This design comes from an exercise in tuning for small area, a short achievable clock period and few clock cycles per item on the open sky130 flow, not from production work.
Function was checked by simulation only, so behaviour that the tests miss may differ from the original.
Power is estimated from default activity; no workload was simulated.

$ cat design/flow/design.v
package spq_pkg;
    localparam int DEF_PRIORITY_LEVELS = 8;
    localparam int DEF_QUEUE_DEPTH     = 16;
    localparam int DEF_TAG_WIDTH       = 16;
    localparam int DEF_MAX_SEND        = 32;
    localparam int PRIO_W = 3;
    localparam int SEND_W = 6;
    localparam int QLEN_W = 4;
    localparam logic [QLEN_W-1:0] QLEN_RESET = 4'd15;
    localparam logic ACT_RECEIVE = 1'b0;
    localparam logic ACT_SEND    = 1'b1;
endpackage
module spq_tag_ram #(
    parameter int DATA_W = 16,
    parameter int LEVELS = 8,
    parameter int SLOTS  = 15
) (
    input  logic                                  i_clk,
    input  logic                                  i_wr_en,
    input  logic [LEVELS-1:0]                     i_wr_lvl_oh,
    input  logic [LEVELS-1:0][$clog2(SLOTS)-1:0]  i_wr_slot,
    input  logic [DATA_W-1:0]                     i_wr_data,
    input  logic [LEVELS-1:0][$clog2(SLOTS)-1:0]  i_rd_slot,
    input  logic [LEVELS-1:0]                     i_rd_lvl_oh,
    output logic [DATA_W-1:0]                     o_rd_data
);
    logic [DATA_W-1:0] r_mem [LEVELS][SLOTS];
    always_ff @(posedge i_clk) begin
        for (int l = 0; l < LEVELS; l++) begin
            for (int s = 0; s < SLOTS; s++) begin
                if (i_wr_en && i_wr_lvl_oh[l] && (i_wr_slot[l] == s)) begin
                    r_mem[l][s] <= i_wr_data;
                end
            end
        end
    end
    logic [DATA_W-1:0] lvl_data [LEVELS];
    always_comb begin
        o_rd_data = '0;
        for (int l = 0; l < LEVELS; l++) begin
            lvl_data[l] = '0;
            for (int s = 0; s < SLOTS; s++) begin
                lvl_data[l] = lvl_data[l] | (r_mem[l][s] & {DATA_W{i_rd_slot[l] == s}});
            end
            o_rd_data = o_rd_data | (lvl_data[l] & {DATA_W{i_rd_lvl_oh[l]}});
        end
    end
endmodule
module strict_priority_packet_queue #(
    parameter int PRIORITY_LEVELS = spq_pkg::DEF_PRIORITY_LEVELS,
    parameter int QUEUE_DEPTH     = spq_pkg::DEF_QUEUE_DEPTH,
    parameter int TAG_WIDTH       = spq_pkg::DEF_TAG_WIDTH,
    parameter int MAX_SEND        = spq_pkg::DEF_MAX_SEND
) (
    input  logic i_clk,
    input  logic i_rst_n,
    input  logic i_s_axis_tvalid,
    output logic o_s_axis_tready,
    input  logic [((spq_pkg::PRIO_W+TAG_WIDTH+spq_pkg::SEND_W+7)/8)*8-1:0] i_s_axis_tdata,
    input  logic i_s_axis_tuser,
    output logic o_m_axis_tvalid,
    input  logic i_m_axis_tready,
    output logic [((TAG_WIDTH+spq_pkg::PRIO_W+7)/8)*8-1:0] o_m_axis_tdata,
    output logic o_m_axis_tlast,
    input  logic                        i_cfg_wr_en,
    input  logic [spq_pkg::QLEN_W-1:0]  i_cfg_wr_data
);
    localparam int LEVELS     = PRIORITY_LEVELS;
    localparam int LVL_W      = (LEVELS > 1) ? $clog2(LEVELS) : 1;
    localparam int SLOTS      = QUEUE_DEPTH - 1;            
    localparam int SLOT_W     = $clog2(SLOTS);
    localparam int CNT_W      = $clog2(SLOTS + 1);
    localparam int TOT_W      = $clog2(SLOTS * LEVELS + 1);
    localparam int W_W        = $clog2(MAX_SEND + 1);
    localparam int OUT_DATA_W = ((TAG_WIDTH + spq_pkg::PRIO_W + 7) / 8) * 8;
    localparam int SENDS      = 4;                          
    localparam int PAY_W      = spq_pkg::QLEN_W + TAG_WIDTH;
    function automatic logic [SLOT_W-1:0] ring_add(input logic [SLOT_W-1:0] a,
                                                   input logic [CNT_W-1:0]  b);
        logic [SLOT_W+1:0] sum;
        sum = {2'b00, a} + {1'b0, b};
        if (sum >= (SLOT_W+2)'(SLOTS)) begin
            sum = sum - (SLOT_W+2)'(SLOTS);
        end
        ring_add = sum[SLOT_W-1:0];
    endfunction
    function automatic logic [SLOT_W-1:0] ring_sub(input logic [SLOT_W-1:0] a,
                                                   input logic [CNT_W-1:0]  b);
        logic [SLOT_W+1:0] dif;
        dif = {2'b00, a} - {1'b0, b};
        if ({1'b0, a} < b) begin
            dif = dif + (SLOT_W+2)'(SLOTS);
        end
        ring_sub = dif[SLOT_W-1:0];
    endfunction
    function automatic logic [SLOT_W-1:0] ring_inc(input logic [SLOT_W-1:0] a);
        ring_inc = (a == SLOT_W'(SLOTS - 1)) ? '0 : a + SLOT_W'(1);
    endfunction
    logic [spq_pkg::QLEN_W-1:0] r_max_len;
    logic [CNT_W-1:0]      r_count [LEVELS];    
    logic [CNT_W-1:0]      r_cur   [LEVELS];    
    logic [CNT_W-1:0]      r_pc    [LEVELS];    
    logic [TOT_W-1:0]      r_above [LEVELS];    
    logic [SLOT_W-1:0]     r_rdp   [LEVELS];    
    logic [SLOT_W-1:0]     r_tail  [LEVELS];
    logic                  r_it_v;
    logic                  r_it_send;
    logic [LEVELS-1:0]     r_it_lvl;      
    logic [PAY_W-1:0]      r_it_pay;      
    logic [TAG_WIDTH-1:0]  it_tag;
    logic [W_W-1:0]        it_w;
    logic [spq_pkg::QLEN_W-1:0] it_lim;
    logic                  r_sk_v;
    logic                  r_sk_send;
    logic [LVL_W-1:0]      r_sk_lvl;
    logic [PAY_W-1:0]      r_sk_pay;
    logic                  r_c_act;
    logic                  r_c_setup;     
    logic                  r_c_setup2;    
    logic [SLOT_W-1:0]     r_c_head;
    logic [CNT_W-1:0]      r_c_cnt;       
    logic [CNT_W-1:0]      r_c_drop;      
    logic [SLOT_W-1:0]     r_c_src;
    logic [SLOT_W-1:0]     r_c_dst;
    logic [SLOT_W-1:0]     r_c_rd;        
    logic                  r_c_tag;       
    logic                  r_c_pend;
    logic [TAG_WIDTH-1:0]  r_c_data;
    logic [SENDS-1:0]      r_snd_v;
    logic [W_W-1:0]        r_snd_n [SENDS];
    logic                  r_out_valid;
    logic [TAG_WIDTH-1:0]  r_out_tag;
    logic [spq_pkg::PRIO_W-1:0] r_out_prio;
    logic                  r_out_last;
    logic [LEVELS-1:0] live;         
    logic [LEVELS-1:0] curm;         
    logic [LEVELS-1:0] penm;         
    logic [LEVELS-1:0] live_above;   
    logic [LEVELS-1:0] full;         
    logic [LEVELS-1:0] cmp;          
    logic              cur_empty;
    logic [LEVELS-1:0] rmask;        
    logic [LEVELS-1:0] rd_oh;        
    logic [LVL_W-1:0]  rd_lvl;
    always_comb begin
        for (int l = 0; l < LEVELS; l++) begin
            live[l] = (r_count[l] != '0);
            curm[l] = (r_cur[l] != '0);
            penm[l] = (r_pc[l] != r_count[l]);
            full[l] = (r_tail[l] == r_rdp[l]) && (curm[l] || (r_pc[l] != '0));
            cmp[l]  = live[l] && (r_count[l] >= CNT_W'(it_lim));
        end
        live_above[LEVELS-1] = 1'b0;
        for (int l = LEVELS - 2; l >= 0; l--) begin
            live_above[l] = live_above[l+1] || live[l+1];
        end
        cur_empty = (curm == '0);
        rmask     = cur_empty ? penm : curm;
        rd_lvl    = '0;
        for (int l = 0; l < LEVELS; l++) begin
            rd_oh[l] = rmask[l] && ((rmask >> (l + 1)) == '0);
            if (rmask[l]) begin
                rd_lvl = LVL_W'(l);
            end
        end
    end
    logic [CNT_W-1:0]  it_cnt;
    logic [SLOT_W-1:0] it_tail;
    logic              it_full;
    logic              it_cmp;
    always_comb begin
        it_cnt  = '0;
        it_tail = '0;
        it_full = 1'b0;
        it_cmp  = 1'b0;
        for (int l = 0; l < LEVELS; l++) begin
            if (r_it_lvl[l]) begin
                it_cnt  = it_cnt  | r_count[l];
                it_tail = it_tail | r_tail[l];
            end
        end
        it_full = (r_it_lvl & full) != '0;
        it_cmp  = (r_it_lvl & cmp) != '0;
    end
    logic it_rcv, it_snd;
    assign it_rcv = r_it_v && !r_it_send && !r_c_act;
    assign it_snd = r_it_v &&  r_it_send && !r_c_act;
    logic             rcv_app;
    logic             rcv_cmp_go;
    logic             c_setup;
    logic [CNT_W-1:0] c_keep;           
    assign rcv_app    = it_rcv && !it_cmp && !it_full;
    assign rcv_cmp_go = it_rcv && it_cmp;
    assign c_setup    = r_c_act && r_c_setup;
    assign c_keep     = (r_c_cnt >> 1) + CNT_W'(1);
    logic [W_W-1:0]  snd_n;             
    logic            snd_wait;
    logic            snd_go;
    assign snd_n    = (TOT_W'(it_w) <= r_above[0]) ? it_w : W_W'(r_above[0]);
    assign snd_wait = (!cur_empty && ((penm & live_above) != '0)) || r_snd_v[SENDS-1];
    assign snd_go   = it_snd && (snd_n != '0) && !snd_wait;
    logic rd_go;
    logic rd_last;
    assign rd_go   = (rmask != '0) && !r_c_act && (!r_out_valid || i_m_axis_tready);
    assign rd_last = (r_snd_n[0] == W_W'(1));
    logic it_done;
    always_comb begin
        it_done = 1'b0;
        if (r_c_act) begin
            it_done = !r_c_setup && !r_c_setup2 && (r_c_rd == '0) && !(r_c_pend && r_c_tag);
        end else if (r_it_v && !r_it_send) begin
            it_done = rcv_app || (it_cmp && (it_cnt == CNT_W'(1)));
        end else if (r_it_v) begin
            it_done = (snd_n == '0) || !snd_wait;
        end
    end
    logic it_free;                      
    assign it_free         = !r_it_v || it_done;
    assign o_s_axis_tready = !r_sk_v;
    logic                 ram_wr_en;
    logic [LEVELS-1:0][SLOT_W-1:0] ram_wr_slot;
    logic [TAG_WIDTH-1:0] ram_wr_data;
    logic [LEVELS-1:0]    ram_rd_lvl_oh;
    logic [LEVELS-1:0][SLOT_W-1:0] ram_rd_slot;
    logic [TAG_WIDTH-1:0] ram_rd_data;
    always_comb begin
        ram_wr_en   = it_rcv && !it_full;
        ram_wr_data = it_tag;
        if (r_c_act) begin
            ram_wr_en   = !r_c_setup && !r_c_setup2 && (r_c_pend || ((r_c_rd == '0) && r_c_tag));
            ram_wr_data = r_c_pend ? r_c_data : it_tag;
        end
        for (int l = 0; l < LEVELS; l++) begin
            ram_wr_slot[l]   = r_c_act ? r_c_dst : r_tail[l];
            ram_rd_slot[l]   = (r_c_act && r_it_lvl[l]) ? r_c_src : r_rdp[l];
            ram_rd_lvl_oh[l] = r_c_act ? r_it_lvl[l] : rd_oh[l];
        end
    end
    spq_tag_ram #(
        .DATA_W (TAG_WIDTH),
        .LEVELS (LEVELS),
        .SLOTS  (SLOTS)
    ) u_tag_ram (
        .i_clk       (i_clk),
        .i_wr_en     (ram_wr_en),
        .i_wr_lvl_oh (r_it_lvl),
        .i_wr_slot   (ram_wr_slot),
        .i_wr_data   (ram_wr_data),
        .i_rd_slot   (ram_rd_slot),
        .i_rd_lvl_oh (ram_rd_lvl_oh),
        .o_rd_data   (ram_rd_data)
    );
    logic [CNT_W-1:0]  n_count [LEVELS];
    logic [CNT_W-1:0]  n_cur   [LEVELS];
    logic [CNT_W-1:0]  n_pc    [LEVELS];
    logic [TOT_W-1:0]  n_above [LEVELS];
    logic [TOT_W-1:0]  left    [LEVELS];    
    logic [TOT_W-1:0]  diff    [LEVELS];
    logic              borrow  [LEVELS];
    logic [TOT_W-1:0]  above_sub;
    assign above_sub = r_it_send ? TOT_W'(it_w) : (r_c_act ? TOT_W'(r_c_drop) : '1);
    logic [CNT_W-1:0]  rd_dec  [LEVELS];
    logic [CNT_W-1:0]  cnt_rcv [LEVELS];
    always_comb begin
        for (int l = 0; l < LEVELS; l++) begin
            {borrow[l], diff[l]} = {1'b0, r_above[l]} - {1'b0, above_sub};
            left[l]   = (r_it_send && borrow[l]) ? '0 : diff[l];
            rd_dec[l] = CNT_W'(rd_go && rd_oh[l]);
            cnt_rcv[l] = r_count[l];
            n_pc[l]    = r_pc[l];
            if (rcv_app && r_it_lvl[l]) begin
                cnt_rcv[l] = r_count[l] + CNT_W'(1);
                n_pc[l]    = r_pc[l] + CNT_W'(1);
            end
            if (c_setup && r_it_lvl[l]) begin
                cnt_rcv[l] = c_keep;
                n_pc[l]    = r_pc[l] - r_c_drop;
            end
            n_cur[l] = (cur_empty ? r_pc[l] - r_count[l] : r_cur[l]) - rd_dec[l];
            if (cur_empty) begin
                n_pc[l] = snd_go ? r_count[l] : cnt_rcv[l];
            end
            n_count[l] = cnt_rcv[l];
            n_above[l] = r_above[l];
            if (snd_go) begin
                n_above[l] = left[l];
                if (left[l] < TOT_W'(r_count[l])) begin
                    n_count[l] = CNT_W'(left[l]);
                end
            end
            if ((rcv_app || c_setup) && ((r_it_lvl >> l) != '0)) begin
                n_above[l] = left[l];
            end
        end
    end
    logic [SLOT_W-1:0] c_head;
    assign c_head = ring_sub(it_tail, r_c_cnt);
    logic             snd_pop;
    logic [SENDS-1:0] after_pop;
    logic [SENDS-1:0] push_at;
    assign snd_pop   = rd_go && rd_last;
    assign after_pop = snd_pop ? (r_snd_v >> 1) : r_snd_v;
    assign push_at   = after_pop ^ {after_pop[SENDS-2:0], 1'b1};
    logic in_xfer;
    assign in_xfer = i_s_axis_tvalid && !r_sk_v;
    assign it_tag = r_it_pay[TAG_WIDTH-1:0];
    assign it_lim = r_it_pay[TAG_WIDTH +: spq_pkg::QLEN_W];
    assign it_w   = r_it_pay[W_W-1:0];
    logic [W_W-1:0]   in_w;
    logic [PAY_W-1:0] in_pay;
    assign in_pay = (i_s_axis_tuser == spq_pkg::ACT_SEND)
                    ? PAY_W'(in_w)
                    : {r_max_len, i_s_axis_tdata[spq_pkg::PRIO_W +: TAG_WIDTH]};
    assign in_w = (i_s_axis_tdata[spq_pkg::PRIO_W+TAG_WIDTH +: spq_pkg::SEND_W]
                   > spq_pkg::SEND_W'(MAX_SEND))
                  ? W_W'(MAX_SEND)
                  : W_W'(i_s_axis_tdata[spq_pkg::PRIO_W+TAG_WIDTH +: spq_pkg::SEND_W]);
    always_ff @(posedge i_clk) begin
        if (!i_rst_n) begin
            r_max_len   <= spq_pkg::QLEN_RESET;
            r_it_v      <= 1'b0;
            r_sk_v      <= 1'b0;
            r_c_act     <= 1'b0;
            r_c_setup   <= 1'b0;
            r_c_setup2  <= 1'b0;
            r_snd_v     <= '0;
            r_out_valid <= 1'b0;
            for (int l = 0; l < LEVELS; l++) begin
                r_count[l] <= '0;
                r_cur[l]   <= '0;
                r_pc[l]    <= '0;
                r_above[l] <= '0;
                r_rdp[l]   <= '0;
                r_tail[l]  <= '0;
            end
        end else begin
            if (i_cfg_wr_en) begin
                r_max_len <= i_cfg_wr_data;
            end
            if (it_free) begin
                r_it_v <= r_sk_v || in_xfer;
                if (r_sk_v) begin
                    r_it_send <= r_sk_send;
                    r_it_lvl  <= LEVELS'(1) << r_sk_lvl;
                    r_it_pay  <= r_sk_pay;
                end else begin
                    r_it_send <= (i_s_axis_tuser == spq_pkg::ACT_SEND);
                    r_it_lvl  <= LEVELS'(1) << i_s_axis_tdata[LVL_W-1:0];
                    r_it_pay  <= in_pay;
                end
            end
            if (it_free) begin
                r_sk_v <= 1'b0;
            end else if (in_xfer) begin
                r_sk_v    <= 1'b1;
                r_sk_send <= (i_s_axis_tuser == spq_pkg::ACT_SEND);
                r_sk_lvl  <= i_s_axis_tdata[LVL_W-1:0];
                r_sk_pay  <= in_pay;
            end
            for (int l = 0; l < LEVELS; l++) begin
                r_count[l] <= n_count[l];
                r_cur[l]   <= n_cur[l];
                r_pc[l]    <= n_pc[l];
                r_above[l] <= n_above[l];
                if (rcv_app && r_it_lvl[l]) begin
                    r_tail[l] <= ring_inc(r_tail[l]);
                end
                if (c_setup && r_it_lvl[l]) begin
                    r_tail[l] <= ring_sub(r_tail[l], r_c_drop);
                end
                if (rd_go && rd_oh[l]) begin
                    r_rdp[l] <= ring_inc(r_rdp[l]);
                end
            end
            if (rcv_cmp_go && (it_cnt != CNT_W'(1))) begin
                r_c_act   <= 1'b1;
                r_c_setup <= 1'b1;
                r_c_cnt   <= it_cnt;
                r_c_drop  <= (it_cnt - CNT_W'(1)) >> 1;
                r_c_pend  <= 1'b0;
            end
            if (c_setup) begin
                r_c_setup  <= 1'b0;
                r_c_setup2 <= 1'b1;
                r_c_head   <= c_head;
                r_c_rd     <= SLOT_W'(r_c_drop);
                r_c_tag    <= !r_c_cnt[0];
            end
            if (r_c_act && r_c_setup2) begin
                r_c_setup2 <= 1'b0;
                r_c_src    <= ring_add(r_c_head, CNT_W'(2));
                r_c_dst    <= ring_inc(r_c_head);
            end
            if (r_c_act && !r_c_setup && !r_c_setup2) begin
                r_c_pend <= r_c_rd != '0;
                if (r_c_rd != '0) begin
                    r_c_data <= ram_rd_data;
                    r_c_src  <= ring_add(r_c_src, CNT_W'(2));
                    r_c_rd   <= r_c_rd - SLOT_W'(1);
                end
                if (ram_wr_en) begin
                    r_c_dst  <= ring_inc(r_c_dst);
                end
                if (it_done) begin
                    r_c_act  <= 1'b0;
                end
            end
            r_snd_v <= (snd_go) ? (after_pop | push_at) : after_pop;
            for (int k = 0; k < SENDS; k++) begin
                if (snd_pop) begin
                    if (k < SENDS - 1) begin
                        r_snd_n[k] <= r_snd_n[k+1];
                    end
                end else if (k == 0 && rd_go) begin
                    r_snd_n[0] <= r_snd_n[0] - W_W'(1);
                end
                if (snd_go && push_at[k]) begin
                    r_snd_n[k] <= snd_n;
                end
            end
            if (rd_go) begin
                r_out_valid <= 1'b1;
            end else if (i_m_axis_tready) begin
                r_out_valid <= 1'b0;
            end
        end
    end
    always_ff @(posedge i_clk) begin
        if (rd_go) begin
            r_out_tag  <= ram_rd_data;
            r_out_prio <= spq_pkg::PRIO_W'(rd_lvl);
            r_out_last <= rd_last;
        end
    end
    assign o_m_axis_tvalid = r_out_valid;
    assign o_m_axis_tdata  = OUT_DATA_W'({r_out_prio, r_out_tag});
    assign o_m_axis_tlast  = r_out_last;
endmodule
$ cat design/flow/run.sh
#!/bin/bash
# synth_recipe.tcl (not shown) runs the flow's synth.tcl, then flattens the netlist and writes it again
# the make line also repeats each setting of config.mk as NAME=value (left out here)
make -C /OpenROAD-flow-scripts/flow DESIGN_CONFIG=/design/flow/config.mk WORK_HOME=/design/flow/orfs CLKGATE_MAP_FILE= SYNTH_SCRIPT=/design/flow/synth_recipe.tcl finish
$ cat design/flow/config.mk
export PLATFORM = sky130hd
export DESIGN_NAME = strict_priority_packet_queue
export DESIGN_NICKNAME = strict_priority_packet_queue
export VERILOG_FILES = /design/flow/design.v
export SDC_FILE = /design/flow/constraint.sdc
export NUM_CORES = 4
export LEC_CHECK = 0
export ABC_AREA = 1
export CAP_MARGIN = 20
export CORE_MARGIN = 2
export CORE_UTILIZATION = 60
export CTS_CLUSTER_DIAMETER = 60
export CTS_CLUSTER_SIZE = 30
export SETUP_SLACK_MARGIN = 3.0
export SLEW_MARGIN = 20
$ cat design/flow/constraint.sdc
create_clock -name core_clock -period 6.5 [get_ports {i_clk}]
set_input_delay 1.3000 -clock core_clock [delete_from_list [all_inputs] [get_ports {i_clk}]]
set_output_delay 1.3000 -clock core_clock [all_outputs]
set_load 0.01 [all_outputs]
==> results_dict.tcl, run 1 <==
set metrics [dict create \
    max_clock_freq_mhz 287 \
    ys_ff_latch 2288 \
    ant_nets 0 \
    first_pass_iters 9 \
    critPathMaxFanout 6 \
    grt_use_total_pct 34.7 \
    worstSetupPathType "reg -> reg" \
    cts.sinks 2288 \
    synth_top_area_cell "edfxtp_1" \
    clock_latency_ps 870 \
    cts.clk_slew.worst_paths_ps 90 \
    intPower_mw 30.1 \
    cts-buffers-inserted 153 \
    cts_htree_levels 4 \
    worst_pin_slew_ps 1210 \
    fin_ws_ps 3020 \
    syn-cell-area_um2 102000 \
    grt_pass1_vias 68400 \
    ff_latch_area_um2 66400 \
    powerDensity_nw_per_um2 454 \
    p_clk_share_pct 20.6 \
    worst_setup_path_start_kind "flop" \
    slew_headroom_pct 18.6 \
    critPathRequiredTime_ps 7070 \
    clk_path_buf_depth 3 \
    hpwl_mm 191 \
    drt-initial-drc-count 9371 \
    postSynth.asyncResetShare_pct 0 \
    synth-seq-area-share_pct 64.9 \
    numPortBuffers 56 \
    layout.nets 10300 \
    drc 0 \
    drv_slew 0 \
    grt_pass1_wl_mm 442 \
    fin_tns_setup_ps 0 \
    synth.top_cell.area_share_pct 60.4 \
    fp.dieH_um 417 \
    root_buffer "clkbuf_16" \
    cap_violations 0 \
    antenna_found_initial 7 \
    syn-mean-instance-area_um2 10.5 \
    ys.flop_type "edfxtp_1" \
    synth-edff-count 2058 \
    coreArea_um2 169000 \
    period_minus_slack_ps 3480 \
    fillers 12800 \
    p_sw_share_pct 42.1 \
    ys_types 66 \
    netlist_top_cells_area "edfxtp_1 60%, nand2_1 11%, dfxtp_1 4.5%" \
    cts_tree "built" \
    yosysWarnings 20 \
    cp-end-kind "flop" \
    peakVddDrop_mv 0.487 \
    multi_input_area_um2 33000 \
    finalSetupViolations 0 \
    die_width_um 417 \
    dp_worst_setup_slack_ps 1720 \
    timing.final.crit_share_pct 53.5 \
    hold_class "reg -> reg" \
    num_io_pins 69 \
    status "finished clean" \
    syn_inst 9743 \
    p_leak_nw 44.2 \
    hold_viol_final 0 \
    drt-total-wl_mm 307 \
    rsz0062_at_grt "true" \
    wire_per_inst_um 24.8 \
    seq_power_share_pct 37.7 \
    crit_arrival_ps 4050 \
    syn_to_final_growth_pct 12.1 \
    power.switching_mw 21.9 \
    fin_skew_ps 67.0 \
    power_frac_comb_pct 41.6 \
    overflow 0 \
    place.gp.congestion 0.961 \
    floorplan.initialDensity_pct 60.4 \
    vias_per_cell 6.01 \
    die_area_um2 174000 \
    rows 151 \
    drive_above_1_share_pct 11.0 \
    grt_max_degree 121 \
    vias 74400 \
]
critical path: stages (launching register included):
cell and delay (ps):
edfxtp_1 430, buf_12 170, inv_4 60, buf_8 120, o22ai_2 90, a221oi_2 250
o21ai_1 180, a21oi_1 180, o21ai_1 140, a21oi_2 170, inv_1 80, ha_1 190
nand2_1 60, nor2_1 50, inv_2 70, o21ai_1 60, nand3_1 100, nand2_2 70
nand2_4 130, nand3_4 90, nor2_4 190, buf_6 150, clkbuf_16 140
path summary, 6_finish.rpt:
| check | startpoint | end | slack [ps] | cells after the start |
|---|---|---|---|---|
| min | r_above[6][0] | r_above[6][0] | 470 | 2 |
| max | r_it_lvl[1] | r_sk_pay[7] | 3020 | 22 |
| min reg2reg | r_above[6][0] | r_above[6][0] | 470 | 2 |
| max reg2reg | r_it_lvl[1] | r_sk_pay[7] | 3020 | 22 |
cell families after synthesis:
logic type | synth area share, %
flip-flops | 64.9
buffers and inverters | 4.40
AO/OA/AOI/OAI | 5.30
other | 0.00367
AND/OR/NAND/NOR | 20.7
multiplexers | 0.164
adder cells (fa/ha/maj) | 3.73
XOR/XNOR | 0.813
metrics by stage:
stage	instances	cell area, um^2	power [mW]	utilization, %	hold slack, ps
2_1_floorplan	9747	102000	31.4	-	435
3_3_place_gp	11900	106000	38.4	62.4	447
3_5_place_dp	11900	106000	38.8	62.4	456
4_1_cts	12300	113000	50.3	66.7	464
5_1_grt	12400	115000	54.3	67.7	493
6_report	12400	115000	52.0	67.7	470
state kept, by name, summed over array words and instances, names as in the netlist, 8 cells and up:
register	count
r_c_data	16
r_out_tag	16
r_rdp	32
u_tag_ram.r_mem	1920
r_it_pay	20
r_cur	32
r_sk_pay	20
r_tail	32
r_it_lvl	8
r_pc	32
r_snd_n	24
r_count	32
r_above	56
final cells by class:
cell class | count | area share [%]
sequential | 2288 | 57.9
multi-input combinational | 6386 | 28.8
clock buffer | 169 | 3.57
timing repair buffer | 443 | 3.54
inverter | 737 | 2.53
tap | 2218 | 2.42
clock inverter | 119 | 1.26
timing repair inverter | 1 | 0.00436
antenna | 1 | 0.00218
metal layers:
| metal | wire length [um] | track usage, % | part of all wire, % | vias to the layer above |
|---|---|---|---|---|
| met4 | 12500 | 13.5 | 4.1 | 0 |
| li1 | - | - | - | 34000 |
| met3 | 32700 | 6.49 | 11 | 568 |
| met2 | 137000 | 53.2 | 45 | 3831 |
| met5 | 0 | 0 | 0 | - |
| met1 | 124000 | 49.4 | 41 | 36000 |
power groups by stage:
stage          clock network, mW  logic [mW]  registers (mW)
2_1_floorplan                  0        11.8            19.6
3_3_place_gp                   0        18.5            20.0
3_5_place_dp                   0        18.8            20.0
4_1_cts                     10.8        19.9            19.6
5_1_grt                     11.3        23.3            19.7
6_report                    10.7        21.7            19.6
placed cells by master (no fill, tap or decap), types with 28 or more instances in the layout:
| cell type | count |
|---|---|
| inv_2 | 64 |
| buf_12 | 35 |
| nand3_1 | 710 |
| o21ai_0 | 232 |
| nand2_2 | 34 |
| nor2_1 | 887 |
| a31oi_1 | 30 |
| a22o_1 | 51 |
| edfxtp_1 | 2058 |
| nor3_1 | 38 |
| nand2_1 | 2832 |
| buf_4 | 330 |
| ha_1 | 241 |
| xor2_1 | 62 |
| or2_2 | 35 |
| inv_1 | 631 |
| o211ai_1 | 28 |
| dfxtp_1 | 216 |
| nor2_4 | 42 |
| a21oi_1 | 354 |
| nand4_1 | 284 |
| xnor2_1 | 33 |
| o21ai_1 | 81 |
| clkbuf_16 | 165 |
| fa_1 | 29 |
| clkinvlp_4 | 40 |
| clkdlybuf4s50_1 | 55 |
synth_stat cells, drive strengths merged, types with 58 or more instances:
cell type  number
o21ai         349
dfxtp         230
nand3         726
ha            252
nor2          953
nand4         284
nor3           58
clkbuf         92
edfxtp       2058
buf           248
inv           730
xor2           62
a21oi         376
nand2        2882
and2           59
timing repair:
action                                  CTS  global route
hold buffers                              0             0
gates cloned                              4             5
buffers inserted                         89            88
pin swaps                                20            43
endpoints found under the setup margin  886           761
resized for setup                       197           244
Testbench counts, summed over its fixed seeds: cycles 5,021, items 4,800.
==> inputs of run 2 (changes only) <==
--- a/design/flow/design.v
+++ b/design/flow/design.v
@@ -120,7 +120,7 @@
     logic [SLOT_W-1:0]     r_c_head;
     logic [CNT_W-1:0]      r_c_cnt;       
     logic [CNT_W-1:0]      r_c_drop;      
-    logic [SLOT_W-1:0]     r_c_src;
+    logic [SLOT_W-1:0]     r_c_save;      
     logic [SLOT_W-1:0]     r_c_dst;
     logic [SLOT_W-1:0]     r_c_rd;        
     logic                  r_c_tag;       
@@ -128,6 +128,8 @@
     logic [TAG_WIDTH-1:0]  r_c_data;
     logic [SENDS-1:0]      r_snd_v;
     logic [W_W-1:0]        r_snd_n [SENDS];
+    logic [SENDS-1:0]      r_snd_wp;
+    logic [SENDS-1:0]      r_snd_rp;
     logic                  r_out_valid;
     logic [TAG_WIDTH-1:0]  r_out_tag;
     logic [spq_pkg::PRIO_W-1:0] r_out_prio;
@@ -166,17 +168,23 @@
     end
     logic [CNT_W-1:0]  it_cnt;
     logic [SLOT_W-1:0] it_tail;
+    logic [SLOT_W-1:0] it_rdp;
+    logic [CNT_W-1:0]  it_pc;
     logic              it_full;
     logic              it_cmp;
     always_comb begin
         it_cnt  = '0;
         it_tail = '0;
+        it_rdp  = '0;
+        it_pc   = '0;
         it_full = 1'b0;
         it_cmp  = 1'b0;
         for (int l = 0; l < LEVELS; l++) begin
             if (r_it_lvl[l]) begin
                 it_cnt  = it_cnt  | r_count[l];
                 it_tail = it_tail | r_tail[l];
+                it_rdp  = it_rdp  | r_rdp[l];
+                it_pc   = it_pc   | r_pc[l];
             end
         end
         it_full = (r_it_lvl & full) != '0;
@@ -197,12 +205,17 @@
     logic            snd_wait;
     logic            snd_go;
     assign snd_n    = (TOT_W'(it_w) <= r_above[0]) ? it_w : W_W'(r_above[0]);
-    assign snd_wait = (!cur_empty && ((penm & live_above) != '0)) || r_snd_v[SENDS-1];
+    assign snd_wait = (!cur_empty && ((penm & live_above) != '0)) || (r_snd_v == '1);
     assign snd_go   = it_snd && (snd_n != '0) && !snd_wait;
     logic rd_go;
     logic rd_last;
     assign rd_go   = (rmask != '0) && !r_c_act && (!r_out_valid || i_m_axis_tready);
-    assign rd_last = (r_snd_n[0] == W_W'(1));
+    always_comb begin
+        rd_last = 1'b0;
+        for (int k = 0; k < SENDS; k++) begin
+            rd_last = rd_last || (r_snd_rp[k] && (r_snd_n[k] == W_W'(1)));
+        end
+    end
     logic it_done;
     always_comb begin
         it_done = 1'b0;
@@ -232,7 +245,7 @@
         end
         for (int l = 0; l < LEVELS; l++) begin
             ram_wr_slot[l]   = r_c_act ? r_c_dst : r_tail[l];
-            ram_rd_slot[l]   = (r_c_act && r_it_lvl[l]) ? r_c_src : r_rdp[l];
+            ram_rd_slot[l]   = r_rdp[l];
             ram_rd_lvl_oh[l] = r_c_act ? r_it_lvl[l] : rd_oh[l];
         end
     end
@@ -257,24 +270,38 @@
     logic [TOT_W-1:0]  left    [LEVELS];    
     logic [TOT_W-1:0]  diff    [LEVELS];
     logic              borrow  [LEVELS];
+    logic              reach   [LEVELS];
     logic [TOT_W-1:0]  above_sub;
     assign above_sub = r_it_send ? TOT_W'(it_w) : (r_c_act ? TOT_W'(r_c_drop) : '1);
     logic [CNT_W-1:0]  rd_dec  [LEVELS];
     logic [CNT_W-1:0]  cnt_rcv [LEVELS];
+    logic [CNT_W-1:0]  app_cnt, app_pc, c_pc;
+    logic [SLOT_W-1:0] app_tail, c_tail;
+    assign app_cnt  = it_cnt + CNT_W'(1);
+    assign app_pc   = it_pc + CNT_W'(1);
+    assign app_tail = ring_inc(it_tail);
+    assign c_pc     = it_pc - r_c_drop;
+    assign c_tail   = ring_sub(it_tail, r_c_drop);
+    logic [SLOT_W-1:0] c_src_next;
+    assign c_src_next = ring_add(it_rdp, CNT_W'(2));
     always_comb begin
         for (int l = 0; l < LEVELS; l++) begin
             {borrow[l], diff[l]} = {1'b0, r_above[l]} - {1'b0, above_sub};
+        end
+    end
+    always_comb begin
+        for (int l = 0; l < LEVELS; l++) begin
             left[l]   = (r_it_send && borrow[l]) ? '0 : diff[l];
             rd_dec[l] = CNT_W'(rd_go && rd_oh[l]);
             cnt_rcv[l] = r_count[l];
             n_pc[l]    = r_pc[l];
             if (rcv_app && r_it_lvl[l]) begin
-                cnt_rcv[l] = r_count[l] + CNT_W'(1);
-                n_pc[l]    = r_pc[l] + CNT_W'(1);
+                cnt_rcv[l] = app_cnt;
+                n_pc[l]    = app_pc;
             end
             if (c_setup && r_it_lvl[l]) begin
                 cnt_rcv[l] = c_keep;
-                n_pc[l]    = r_pc[l] - r_c_drop;
+                n_pc[l]    = c_pc;
             end
             n_cur[l] = (cur_empty ? r_pc[l] - r_count[l] : r_cur[l]) - rd_dec[l];
             if (cur_empty) begin
@@ -282,9 +309,14 @@
             end
             n_count[l] = cnt_rcv[l];
             n_above[l] = r_above[l];
+            if (l == LEVELS - 1) begin
+                reach[l] = (it_w != '0);
+            end else begin
+                reach[l] = borrow[l+1];
+            end
             if (snd_go) begin
                 n_above[l] = left[l];
-                if (left[l] < TOT_W'(r_count[l])) begin
+                if (reach[l]) begin
                     n_count[l] = CNT_W'(left[l]);
                 end
             end
@@ -295,12 +327,8 @@
     end
     logic [SLOT_W-1:0] c_head;
     assign c_head = ring_sub(it_tail, r_c_cnt);
-    logic             snd_pop;
-    logic [SENDS-1:0] after_pop;
-    logic [SENDS-1:0] push_at;
-    assign snd_pop   = rd_go && rd_last;
-    assign after_pop = snd_pop ? (r_snd_v >> 1) : r_snd_v;
-    assign push_at   = after_pop ^ {after_pop[SENDS-2:0], 1'b1};
+    logic snd_pop;
+    assign snd_pop = rd_go && rd_last;
     logic in_xfer;
     assign in_xfer = i_s_axis_tvalid && !r_sk_v;
     assign it_tag = r_it_pay[TAG_WIDTH-1:0];
@@ -324,6 +352,8 @@
             r_c_setup   <= 1'b0;
             r_c_setup2  <= 1'b0;
             r_snd_v     <= '0;
+            r_snd_wp    <= SENDS'(1);
+            r_snd_rp    <= SENDS'(1);
             r_out_valid <= 1'b0;
             for (int l = 0; l < LEVELS; l++) begin
                 r_count[l] <= '0;
@@ -363,14 +393,23 @@
                 r_pc[l]    <= n_pc[l];
                 r_above[l] <= n_above[l];
                 if (rcv_app && r_it_lvl[l]) begin
-                    r_tail[l] <= ring_inc(r_tail[l]);
+                    r_tail[l] <= app_tail;
                 end
                 if (c_setup && r_it_lvl[l]) begin
-                    r_tail[l] <= ring_sub(r_tail[l], r_c_drop);
+                    r_tail[l] <= c_tail;
                 end
                 if (rd_go && rd_oh[l]) begin
                     r_rdp[l] <= ring_inc(r_rdp[l]);
                 end
+                if (r_c_act && r_it_lvl[l]) begin
+                    if (r_c_setup2) begin
+                        r_rdp[l] <= ring_add(r_c_head, CNT_W'(2));
+                    end else if (it_done) begin
+                        r_rdp[l] <= r_c_save;
+                    end else if (!r_c_setup && (r_c_rd != '0)) begin
+                        r_rdp[l] <= c_src_next;
+                    end
+                end
             end
             if (rcv_cmp_go && (it_cnt != CNT_W'(1))) begin
                 r_c_act   <= 1'b1;
@@ -388,14 +427,13 @@
             end
             if (r_c_act && r_c_setup2) begin
                 r_c_setup2 <= 1'b0;
-                r_c_src    <= ring_add(r_c_head, CNT_W'(2));
+                r_c_save   <= it_rdp;
                 r_c_dst    <= ring_inc(r_c_head);
             end
             if (r_c_act && !r_c_setup && !r_c_setup2) begin
                 r_c_pend <= r_c_rd != '0;
                 if (r_c_rd != '0) begin
                     r_c_data <= ram_rd_data;
-                    r_c_src  <= ring_add(r_c_src, CNT_W'(2));
                     r_c_rd   <= r_c_rd - SLOT_W'(1);
                 end
                 if (ram_wr_en) begin
@@ -405,19 +443,24 @@
                     r_c_act  <= 1'b0;
                 end
             end
-            r_snd_v <= (snd_go) ? (after_pop | push_at) : after_pop;
             for (int k = 0; k < SENDS; k++) begin
-                if (snd_pop) begin
-                    if (k < SENDS - 1) begin
-                        r_snd_n[k] <= r_snd_n[k+1];
-                    end
-                end else if (k == 0 && rd_go) begin
-                    r_snd_n[0] <= r_snd_n[0] - W_W'(1);
-                end
-                if (snd_go && push_at[k]) begin
+                if (snd_go && r_snd_wp[k]) begin
+                    r_snd_v[k] <= 1'b1;
                     r_snd_n[k] <= snd_n;
+                end else if (rd_go && r_snd_rp[k]) begin
+                    if (rd_last) begin
+                        r_snd_v[k] <= 1'b0;
+                    end else begin
+                        r_snd_n[k] <= r_snd_n[k] - W_W'(1);
+                    end
                 end
             end
+            if (snd_go) begin
+                r_snd_wp <= {r_snd_wp[SENDS-2:0], r_snd_wp[SENDS-1]};
+            end
+            if (snd_pop) begin
+                r_snd_rp <= {r_snd_rp[SENDS-2:0], r_snd_rp[SENDS-1]};
+            end
             if (rd_go) begin
                 r_out_valid <= 1'b1;
             end else if (i_m_axis_tready) begin
==> run 2 against run 1 <==
  * Clock power about the same
  * Die area fell by 4.8%
  * Sequential power is 4% lower
  * Largest cell class unchanged
  * Worst hold slack got worse by 1.8 ps
  * First-iteration DRC count rose by 6.9%
  * Clock-buffer cell count decreased by 2
  * Still clean on timing, DRC and antenna
==> results_dict.tcl, run 2 <==
set metrics [dict create \
    vias_per_cell 6.26 \
    peakVddDrop_mv 0.391 \
    largestRegisters "u_tag_ram.r_mem x1920, r_above x56" \
    clock_latency_ps 860 \
    clk_path_buf_depth 3 \
    floorplan.initialDensity_pct 60.6 \
    ant_nets 0 \
    first_pass_iters 6 \
    die_area_um2 165000 \
    powerDensity_nw_per_um2 432 \
    cts.clk_slew.worst_paths_ps 70 \
    final_common_cell "nand2_1" \
    status "finished clean" \
    synth_commonest_cells "2,441 x nand2_1, 2,058 x edfxtp_1, 692 x inv_1" \
    synth_top_area_cell "edfxtp_1" \
    drv_slew 0 \
    rsz0062_at_grt "true" \
    design_area_um2 110000 \
    post-synth-top-count-cell "nand2_1" \
    netlist_top_cells_area "edfxtp_1 63%, nand2_1 9.4%, dfxtp_1 4.9%" \
    slew_headroom_pct 21.0 \
    layout.nets 9193 \
    syn_to_final_growth_pct 13.3 \
    grt_max_degree 140 \
    seq_power_share_pct 39.4 \
    coreArea_um2 161000 \
    ys_ff_latch 2296 \
    antenna_found_initial 3 \
    drc 0 \
    finalSetupViolations 0 \
    ys.flop_type "edfxtp_1" \
    cp_slowest_cell "o41ai_2" \
    intPower_mw 28.3 \
    synth-edff-count 2058 \
    p_clk_share_pct 21.9 \
    fin_skew_ps 59.5 \
    cpPeakStageDelay_ps 720 \
    ff_latch_area_um2 66600 \
    grt_pass1_vias 64600 \
    syn_inst 8588 \
    period_minus_slack_ps 3550 \
    vias 70500 \
    max_clock_freq_mhz 282 \
    dpl_cell_area_um2 102000 \
    grt_use_total_pct 36.7 \
    hpwl_mm 191 \
    root_buffer "clkbuf_16" \
    worst_pin_slew_ps 1180 \
    worst_setup_path_start_kind "flop" \
    timing.final.crit_share_pct 54.6 \
    crit_chain "inv_1 -> nor2_1 -> nand2_1 -> inv_1 -> a221oi_1 -> nand4_1 -> o41ai_2 -> nand2_1 -> nor2_4 -> nand3_1" \
    fin_tns_setup_ps 0 \
    hold_buffers 0 \
    drt-total-wl_mm 308 \
    cts_tree "built" \
    cap_violations 0 \
    hold_viol_final 0 \
    multi_input_area_um2 28800 \
    postSynth.asyncResetShare_pct 0 \
    p_leak_nw 41.0 \
    whs_ps 468 \
    cts.sinks 2296 \
    cts_htree_levels 4 \
    overflow 0 \
    numPortBuffers 56 \
    yosysWarnings 21 \
    power.switching_mw 19.3 \
    wire_per_inst_um 27.4 \
    cp-end-kind "flop" \
    hold_class "reg -> reg" \
    syn-mean-instance-area_um2 11.3 \
    fillers 11900 \
    p_sw_share_pct 40.6 \
    grt_pass1_wl_mm 435 \
    syn-cell-area_um2 97300 \
    rows 147 \
    num_io_pins 69 \
    place.gp.congestion 0.991 \
    critPathMaxFanout 16 \
    synth-seq-area-share_pct 68.4 \
    critPathRequiredTime_ps 7000 \
    crit_arrival_ps 4050 \
    power_mw 47.7 \
    die_width_um 407 \
    final_cell_mix "2,389 x nand2_1, 2,058 x edfxtp_1, 654 x inv_1, 498 x nor2_1, 384 x buf_4" \
    power_frac_comb_pct 38.7 \
    largest_register_ffs 1920 \
    drt-initial-drc-count 10000 \
    drive_above_1_share_pct 11.9 \
    worstSetupPathType "reg -> reg" \
    synth.top_cell.area_share_pct 63.5 \
    utilization_pct 68.6 \
    top_register "u_tag_ram.r_mem" \
    fp.dieH_um 407 \
    cts-buffers-inserted 148 \
    ys_types 67 \
]
[run 2: cell count changes in the layout (fill, tap and decap cells not counted), moves of 24 or more]
| cell | delta |
|---|---|
| o21ai_0 | +95 |
| inv_2 | -45 |
| buf_4 | +54 |
| nor2_1 | -389 |
| nand3_1 | -423 |
| and2_2 | -24 |
| o21ai_1 | -43 |
| o41ai_1 | +40 |
| ha_1 | -75 |
| a221oi_1 | +120 |
| nand2_1 | -443 |
| o2111ai_1 | +29 |
| nor2_2 | +30 |
[run 2: worst max-delay path, delay by kind of cell (launching register included)]
| kind | cells | cell delay (ps) |
|---|---|---|
| simple gates | 6 | 1000 |
| buf+inv | 2 | 640 |
| compound gates | 2 | 1090 |
| flops | 1 | 480 |
[run 2: logic make-up after synthesis]
group | after synthesis | share of synthesized area, %
AND/OR/NAND/NOR | 3755 | 15.9
flip-flops | 2296 | 68.4
AO/OA/AOI/OAI | 1268 | 8.24
buffers and inverters | 970 | 3.84
adder cells (fa/ha/maj) | 187 | 2.55
XOR/XNOR | 97 | 0.873
multiplexers | 14 | 0.161
other | 1 | 0.00385
[run 2: final timing paths]
path | startpoint | to | slack, ps | cells past startpoint
worst max-delay path | r_rdp[3][2] | r_c_data[7] | 2950 | 10
worst min-delay path | r_snd_wp[2] | r_snd_wp[2] | 470 | 2
worst max register to register | r_rdp[3][2] | r_c_data[7] | 2950 | 10
worst min register to register | r_snd_wp[2] | r_snd_wp[2] | 470 | 2
[run 2: per-layer routing]
metal / wire [um] / vias up / global-route usage (%)
met5: 0 / - / 0
met4: 14100 / 0 / 15.5
met3: 36400 / 727 / 7.17
met2: 138000 / 4278 / 56.3
met1: 119000 / 34300 / 51.7
li1: - / 31200 / -
[run 2: timing repair]
item / CTS / global route
setup buffers: 87 / 65
resized for setup: 235 / 175
setup endpoints to repair: 2278 / 923
pin swaps: 29 / 37
cloned: 3 / 7
[run 2: cell type report]
class                           count  area share, %
Antenna cell                        1        0.00227
Clock buffer                      167           3.57
Tap cell                         2160           2.45
Timing Repair Buffer              481           3.81
Sequential cell                  2296           60.4
Inverter                          708           2.51
Clock inverter                    110           1.19
Multi-Input combinational cell   5329           26.1
[run 2: per-stage QoR]
step,setup WS (ps),std cells
global route,2890,11300
CTS,2910,11200
global placement,1780,10800
finish,2950,11300
floorplan,2730,8592
detailed placement,1760,10800
[run 2: power by group through the flow]
stage	registers, mW	logic [mW]	clock network (mW)
finish	18.8	18.5	10.4
global route	18.8	19.5	11.0
CTS	18.7	16.9	10.4
detailed placement	19.1	15.5	0
global placement	19.1	15.2	0
floorplan	18.9	9.03	0
Testbench counts of run 2, summed over its fixed seeds: cycles 5,021, items 4,800.
==> inputs of run 3 (changes only) <==
--- a/design/flow/config.mk
+++ b/design/flow/config.mk
@@ -11,5 +11,5 @@
 export CORE_UTILIZATION = 60
 export CTS_CLUSTER_DIAMETER = 60
 export CTS_CLUSTER_SIZE = 30
-export SETUP_SLACK_MARGIN = 3.0
+export SETUP_SLACK_MARGIN = 3.2
 export SLEW_MARGIN = 20
==> run 3 against run 2 <==
  * Still clean on timing, DRC and antenna
  * Synthesized cell count is the same
  * Critical path depth grew 12
  * Global-route usage grew 0.51 points
  * Combinational power grew 8%
  * Flip-flop and latch count is the same
  * Clock skew shrank 18 ps
  * First-iteration DRC count grew 3.8%
  * Wire length grew 2.0%
  * Via count grew 1.7%
  * Die area is the same
  * Worst setup slack gained 230 ps
  * Power grew 3.0%
  * Critical endpoint is now r_count[0][3]
  * Largest cell class unchanged
  * Largest power group is now combinational cells
==> results_dict.tcl, run 3 <==
set metrics [dict create \
    status "finished clean" \
    ys.flop_type "edfxtp_1" \
    p_leak_nw 42.0 \
    ys_ff_latch 2296 \
    grt_max_degree 121 \
    cp-end-kind "flop" \
    yosys.area_share.adder_pct 2.55 \
    synth-xor-area-share_pct 0.873 \
    coreArea_um2 161000 \
    drive_above_1_share_pct 15.7 \
    fp.dieH_um 407 \
    wire_per_inst_um 27.5 \
    synth.top_cell.area_share_pct 63.5 \
    layout.nets 9352 \
    die_width_um 407 \
    num_io_pins 69 \
    drt-total-wl_mm 314 \
    design_area_um2 113000 \
    final_common_cell "nand2_1" \
    critPathRequiredTime_ps 7230 \
    clk_path_buf_depth 3 \
    min_to "r_snd_v[1]" \
    post-synth-top-count-cell "nand2_1" \
    synth-edff-count 2058 \
    vias_per_cell 6.28 \
    synth_compound_area_share_pct 8.24 \
    fin_tns_setup_ps 0 \
    root_buffer "clkbuf_16" \
    fillers 11600 \
    drt-initial-drc-count 10400 \
    cts_htree_levels 4 \
    antenna_found_initial 11 \
    worstReg2RegEnd "r_count[0][3]" \
    place.gp.congestion 1.00 \
    grt_pass1_vias 65700 \
    holdPathStages 2 \
    fin_skew_ps 41.7 \
    cts-buffers-inserted 151 \
    ys_types 67 \
    max_clock_freq_mhz 301 \
    grt_use_total_pct 37.2 \
    postSynth.asyncResetShare_pct 0 \
    floorplan.initialDensity_pct 60.6 \
    worstReg2RegStart "r_it_send" \
    peakVddDrop_mv 0.370 \
    min_from "r_snd_v[1]" \
    overflow 0 \
    slew_headroom_pct 15.6 \
    syn-cell-area_um2 97300 \
    largest_register_ffs 1920 \
    worst_pin_slew_ps 1260 \
    numPortBuffers 56 \
    top_register "u_tag_ram.r_mem" \
    finalSetupViolations 0 \
    final_cell_mix "2,346 x nand2_1, 2,058 x edfxtp_1, 613 x inv_1, 493 x buf_4, 485 x nor2_1" \
    rows 147 \
    drc 0 \
    ff_latch_area_um2 66600 \
    period_minus_slack_ps 3320 \
    first_pass_iters 12 \
    synth_top_family_by_area "simple AND/OR/NAND/NOR gates" \
    syn_inst 8588 \
    cts.clk_slew.worst_paths_ps 80 \
    cts_tree "built" \
    synth_simple_gate_area_share_pct 15.9 \
    drv_slew 0 \
    synth.area.mux_share_pct 0.161 \
    timing.final.crit_share_pct 51.1 \
    hpwl_mm 193 \
    worstSetupPathType "reg -> reg" \
    cap_violations 0 \
    vias 71700 \
    r2r_cells 22 \
    netlist_top_cells_area "edfxtp_1 63%, nand2_1 9.4%, dfxtp_1 4.9%" \
    dp_worst_setup_slack_ps 1970 \
    worst_setup_path_start_kind "flop" \
    yosysWarnings 21 \
    die_area_um2 165000 \
    syn_to_final_growth_pct 16.1 \
    synth_commonest_cells "2,441 x nand2_1, 2,058 x edfxtp_1, 692 x inv_1" \
    hold_class "reg -> reg" \
    dpl_cell_area_um2 102000 \
    ant_nets 0 \
    clock_latency_ps 830 \
    rsz0062_at_grt "true" \
    grt_pass1_wl_mm 442 \
    hold_buffers 0 \
    multi_input_area_um2 29900 \
    powerDensity_nw_per_um2 435 \
    cts.sinks 2296 \
    syn-mean-instance-area_um2 11.3 \
    largestRegisters "u_tag_ram.r_mem x1920, r_above x56" \
    whs_ps 467 \
    synth_top_area_cell "edfxtp_1" \
    fin_ws_ps 3180 \
    critPathMaxFanout 8 \
    synth-seq-area-share_pct 68.4 \
    crit_arrival_ps 4050 \
    r2r_slack_ps 3180 \
    hold_viol_final 0 \
]
## run 3: cell counts after synthesis
Identical to the previous run, type by type.
## run 3: routing by layer
metal  routed length, um  track usage (%)  vias to the layer above
met3               35300             7.80                      886
met1              121000             51.6                    34800
li1                    -                -                    31500
met5                  88                0                        -
met4               16200             16.9                       10
met2              141000             57.0                     4481
## run 3: worst max path at each step
stage	from	slack (ps)	end	depth (start not counted)
finish	r_it_send	3180	r_count[0][3]	22
detailed placement	r_c_act	1970	u_tag_ram.r_mem[53][14]	11
floorplan	r_c_act	2730	u_tag_ram.r_mem[0][2]	6
global placement	r_c_act	1960	u_tag_ram.r_mem[53][4]	11
CTS	r_rdp[3][1]	3160	r_c_data[12]	13
global route	r_it_send	2980	r_count[0][3]	22
## run 3: critical path, cell delays in order (launching register included)
cell	delay (ps)
edfxtp_1	430
buf_12	170
clkinvlp_4	150
nand2_4	100
o22ai_4	180
buf_12	180
buf_12	110
ha_4	190
a21oi_2	130
nor2_1	60
nor2_1	130
nor2_1	80
nor2_1	80
inv_1	50
a21oi_2	140
nor2_1	50
inv_1	70
nand2_1	70
a21oi_2	220
inv_2	70
nor2_4	280
a21oi_2	80
a211oi_2	200
## run 3: area by class of cell
class	instances	area share, %
Multi-Input combinational cell	5331	26.4
Timing Repair inverter	1	0.00664
Clock inverter	111	1.09
Sequential cell	2296	59.0
Antenna cell	1	0.00221
Clock buffer	166	3.51
Tap cell	2160	2.39
Timing Repair Buffer	634	5.07
Inverter	708	2.53
## run 3: what timing repair did
item	in CTS	in global routing
cloned	3	10
pin swaps	42	145
setup endpoints to repair	2231	1470
buffers inserted	116	174
gates resized for setup	332	413
## run 3: power by group
part	total, mW	switching [mW]	internal (mW)	leakage (nW)
sequential	18.9	0.615	18.2	20.6
combinational	19.9	13.8	6.10	19.0
clock	10.4	5.44	4.95	2.51
total	49.1	19.8	29.3	42.0
## run 3: kinds of logic (layout without fill, tap and decap cells)
family / after synthesis / after routing
compound gates: 1268 / 1268
xor+xnor: 97 / 97
fa+ha+maj: 187 / 187
buf+inv: 970 / 1620
flops: 2296 / 2296
mux: 14 / 14
other cells: 1 / 6
simple gates: 3755 / 3760
## run 3: metrics by stage
stage / cells / util (%) / power [mW]
2_1_floorplan: 8592 / - / 27.9
3_3_place_gp: 10800 / 63.5 / 34.3
3_5_place_dp: 10800 / 63.5 / 34.5
4_1_cts: 11200 / 68.3 / 46.3
5_1_grt: 11400 / 70.3 / 50.8
6_report: 11400 / 70.3 / 49.1
==> inputs of run 4 (changes only) <==
--- a/design/flow/design.v
+++ b/design/flow/design.v
@@ -93,6 +93,14 @@
         end
         ring_sub = dif[SLOT_W-1:0];
     endfunction
+    function automatic logic [TOT_W-1:0] above_mask(input int l);
+        above_mask = '0;
+        for (int b = 0; b < TOT_W; b++) begin
+            if ((SLOTS * (LEVELS - l)) >= (1 << b)) begin
+                above_mask[b] = 1'b1;
+            end
+        end
+    endfunction
     function automatic logic [SLOT_W-1:0] ring_inc(input logic [SLOT_W-1:0] a);
         ring_inc = (a == SLOT_W'(SLOTS - 1)) ? '0 : a + SLOT_W'(1);
     endfunction
@@ -138,10 +146,10 @@
     logic [LEVELS-1:0] curm;         
     logic [LEVELS-1:0] penm;         
     logic [LEVELS-1:0] live_above;   
-    logic [LEVELS-1:0] full;         
-    logic [LEVELS-1:0] cmp;          
     logic              cur_empty;
     logic [LEVELS-1:0] rmask;        
+    logic [LEVELS-1:0] full;         
+    logic [LEVELS-1:0] cmp;          
     logic [LEVELS-1:0] rd_oh;        
     logic [LVL_W-1:0]  rd_lvl;
     always_comb begin
@@ -177,8 +185,6 @@
         it_tail = '0;
         it_rdp  = '0;
         it_pc   = '0;
-        it_full = 1'b0;
-        it_cmp  = 1'b0;
         for (int l = 0; l < LEVELS; l++) begin
             if (r_it_lvl[l]) begin
                 it_cnt  = it_cnt  | r_count[l];
@@ -286,7 +292,7 @@
     assign c_src_next = ring_add(it_rdp, CNT_W'(2));
     always_comb begin
         for (int l = 0; l < LEVELS; l++) begin
-            {borrow[l], diff[l]} = {1'b0, r_above[l]} - {1'b0, above_sub};
+            {borrow[l], diff[l]} = {1'b0, r_above[l] & above_mask(l)} - {1'b0, above_sub};
         end
     end
     always_comb begin
@@ -379,10 +385,8 @@
                     r_it_pay  <= in_pay;
                 end
             end
-            if (it_free) begin
-                r_sk_v <= 1'b0;
-            end else if (in_xfer) begin
-                r_sk_v    <= 1'b1;
+            r_sk_v <= !it_free && (r_sk_v || in_xfer);
+            if (!r_sk_v) begin
                 r_sk_send <= (i_s_axis_tuser == spq_pkg::ACT_SEND);
                 r_sk_lvl  <= i_s_axis_tdata[LVL_W-1:0];
                 r_sk_pay  <= in_pay;
@@ -391,7 +395,7 @@
                 r_count[l] <= n_count[l];
                 r_cur[l]   <= n_cur[l];
                 r_pc[l]    <= n_pc[l];
-                r_above[l] <= n_above[l];
+                r_above[l] <= n_above[l] & above_mask(l);
                 if (rcv_app && r_it_lvl[l]) begin
                     r_tail[l] <= app_tail;
                 end
==> run 4 against run 3 <==
  * Synthesized cell count fell by 1.9%
  * Die area fell by 0.62%
  * Critical endpoint is now r_tail[6][1]
  * First-iteration DRC count fell by 0.36%
  * Critical path depth fell by 7
  * Clock skew rose by 34 ps
  * Non-clock buffer count fell by 62
  * Worst setup slack got worse by 140 ps
  * Core utilization fell by 0.75 points
  * Largest power group is now registers
  * Sequential power fell by 4%
  * Highest routed layer is now met4
  * Final cell count fell by 1.8%
  * Wire length fell by 3.5%
  * Sequential share of layout area rose by 0.63 points
==> results_dict.tcl, run 4 <==
set metrics [dict create \
    ys_ff_latch 2289 \
    coreArea_um2 160000 \
    antenna_found_initial 7 \
    timing.final.crit_share_pct 53.3 \
    synth_commonest_cells "2,291 x nand2_1, 2,058 x edfxtp_1, 665 x inv_1" \
    largestRegisters "u_tag_ram.r_mem x1920, r_above x49" \
    fin_ws_ps 3040 \
    peakVddDrop_mv 0.411 \
    dp_worst_setup_slack_ps 1610 \
    root_buffer "clkbuf_16" \
    worstSetupPathType "reg -> reg" \
    clk_path_buf_depth 3 \
    post-synth-top-count-cell "nand2_1" \
    grt_max_degree 94 \
    rsz0062_at_grt "true" \
    drive_above_1_share_pct 14.6 \
    crit_top_cell "a21oi_2" \
    vias_per_cell 6.22 \
    crit_family "buffers and inverters" \
    finalNonFillerCells 11200 \
    finalSetupViolations 0 \
    fp.dieH_um 406 \
    final_common_cell "nand2_1" \
    cp_slowest_cell "fa_2" \
    die_area_um2 164000 \
    netlist_top_cells_area "edfxtp_1 64%, nand2_1 8.9%, dfxtp_1 4.8%" \
    top_register "u_tag_ram.r_mem" \
    clock_latency_ps 840 \
    slew_headroom_pct 14.9 \
    ys.flop_type "edfxtp_1" \
    design_area_um2 112000 \
    cap_violations 0 \
    syn_inst 8426 \
    fin_skew_ps 76.0 \
    drt-total-wl_mm 303 \
    die_width_um 406 \
    cp-end-kind "flop" \
    cts_htree_levels 4 \
    diodes 0 \
    syn-cell-area_um2 96700 \
    wire_per_inst_um 27.1 \
    synth-seq-area-share_pct 68.7 \
    fin_tns_setup_ps 0 \
    status "finished clean" \
    p_leak_nw 41.1 \
    critPathRequiredTime_ps 7160 \
    cts.clk_slew.worst_paths_ps 70 \
    cts.sinks 2289 \
    fillers 11700 \
    utilization_pct 69.5 \
    rows 147 \
    dpl_cell_area_um2 101000 \
    grt_use_total_pct 36.3 \
    floorplan.initialDensity_pct 60.3 \
    synth.top_cell.area_share_pct 63.9 \
    syn-mean-instance-area_um2 11.5 \
    ys_types 71 \
    power_mw 44.8 \
    powerDensity_nw_per_um2 402 \
    hpwl_mm 188 \
    worst_setup_path_start_kind "flop" \
    whs_ps 466 \
    period_minus_slack_ps 3460 \
    final_cell_mix "2,220 x nand2_1, 2,058 x edfxtp_1, 611 x inv_1, 525 x nor2_1, 430 x buf_4" \
    worst_pin_slew_ps 1260 \
    crit_arrival_ps 4130 \
    synth_top_area_cell "edfxtp_1" \
    hold_class "reg -> reg" \
    overflow 0 \
    hold_viol_final 0 \
    critPathMaxFanout 11 \
    hold_buffers 0 \
    largest_register_ffs 1920 \
    crit_buf_inv 5 \
    cts-buffers-inserted 150 \
    grt_pass1_wl_mm 430 \
    dpl.cell_count 10700 \
    drv_slew 0 \
    yosysWarnings 21 \
    crit_chain "inv_1 -> o21ai_2 -> a21oi_2 -> o21ai_1 -> a21oi_2 -> o21ai_4 -> fa_2 -> inv_2 -> ha_4 -> o21ai_4 -> buf_6 -> buf_4 -> buf_6 -> a21oi_2 -> a21oi_1" \
    place.gp.congestion 0.960 \
    max_clock_freq_mhz 289 \
    num_io_pins 69 \
    syn_to_final_growth_pct 15.3 \
    first_pass_iters 6 \
    cpPeakStageDelay_ps 580 \
    numPortBuffers 56 \
    vias 69700 \
    cts_tree "built" \
    drc 0 \
    layout.nets 9134 \
    ant_nets 0 \
    postSynth.asyncResetShare_pct 0 \
    grt_pass1_vias 63900 \
    synth-edff-count 2058 \
    drt-initial-drc-count 10400 \
]
==> run 4: tightest hold or removal path, cell delays in order (launching register included) <==
cell and delay [ps]:
dfxtp_1 330, nand2_1 50, nand3_1 50
==> run 4: cells by family (layout without fill, tap and decap cells) <==
group,count (synthesis),in the layout,synth area share [%]
XOR/XNOR,96,96,0.869
buffers and inverters,928,1536,3.72
AND/OR/NAND/NOR,3655,3656,15.8
adder cells (fa/ha/maj),180,180,2.48
multiplexers,13,13,0.150
other,1,5,0.00388
AO/OA/AOI/OAI,1264,1264,8.36
flip-flops,2289,2289,68.7
==> run 4: worst paths after layout <==
kind                                   start      endpoint  slack, ps  depth (start not counted)
worst max-delay path             r_it_lvl[3]  r_tail[6][1]       3040                         15
worst min-delay path            r_max_len[1]  r_max_len[1]        470                          2
worst min register to register  r_max_len[1]  r_max_len[1]        470                          2
worst max register to register   r_it_lvl[3]  r_tail[6][1]       3040                         15
==> run 4: layout make-up <==
type	count	area (um^2)	area share, %
clock buffer	162	3920	3.51
clock inverter	117	1460	1.31
inverter	684	2740	2.46
multi-input combinational	5214	29200	26.2
sequential	2289	66500	59.6
tap	2160	2700	2.42
timing repair buffer	572	5060	4.54
timing repair inverter	1	5.00	0.00449
==> run 4: repair_timing <==
action / CTS / global route
endpoints found under the setup margin: 2275 / 1536
pin swaps: 78 / 99
cloned: 6 / 2
gates resized for setup: 403 / 261
endpoints found under the hold margin: 0 / 0
setup buffers: 142 / 102
==> run 4: per-layer routing <==
metal | vias to the layer above | track usage, % | part of all wire (%)
li1 | 30900 | - | -
met1 | 34100 | 52.2 | 39
met2 | 4040 | 56.0 | 45
met3 | 590 | 6.32 | 11
met4 | 0 | 13.1 | 4.0
met5 | - | 0 | 0
==> run 4: power breakdown <==
group	total [mW]	switching [mW]	internal, mW
logic	16.2	11.3	4.90
clock network	10.6	5.55	5.00
registers	18.1	0.440	17.6
total	44.8	17.3	27.5
Testbench counts of run 4, summed over its fixed seeds: cycles 5,021, items 4,800.

-- port drivers added, routing unchanged --
How much do the figures lean on ideal ports? The routed layouts below were timed once more, with nothing changed but the port constraints. Step 1 sets driving cells, clkbuf_16 on the clock port and buf_2 on the other inputs (assumed; they add their load-dependent delay and slew). Step 2 also shifts input and output timing later by t, the mid clock arrival at the registers, as if the neighbouring blocks saw the same clock. a / b / c = no drivers / after step 1 / after step 2; a / b = the first two.
run | t (ns) | slack for setup (ns) | slew at the worst register clock pin (ns)
run 1 | 0.925 | 3.020 / 3.017 / 2.498 | 0.11 / 0.11
run 2 | 0.915 | 2.951 / 2.951 / 2.494 | 0.11 / 0.11
run 3 | 0.909 | 3.177 / 3.170 / 2.551 | 0.10 / 0.10
run 4 | 0.893 | 3.036 / 3.036 / 2.794 | 0.11 / 0.11
After both steps setup and hold are still met in every run listed. The setup slack of run 3, which loses most, moves by -0.007 ns with the drivers and by -0.626 ns with both steps.
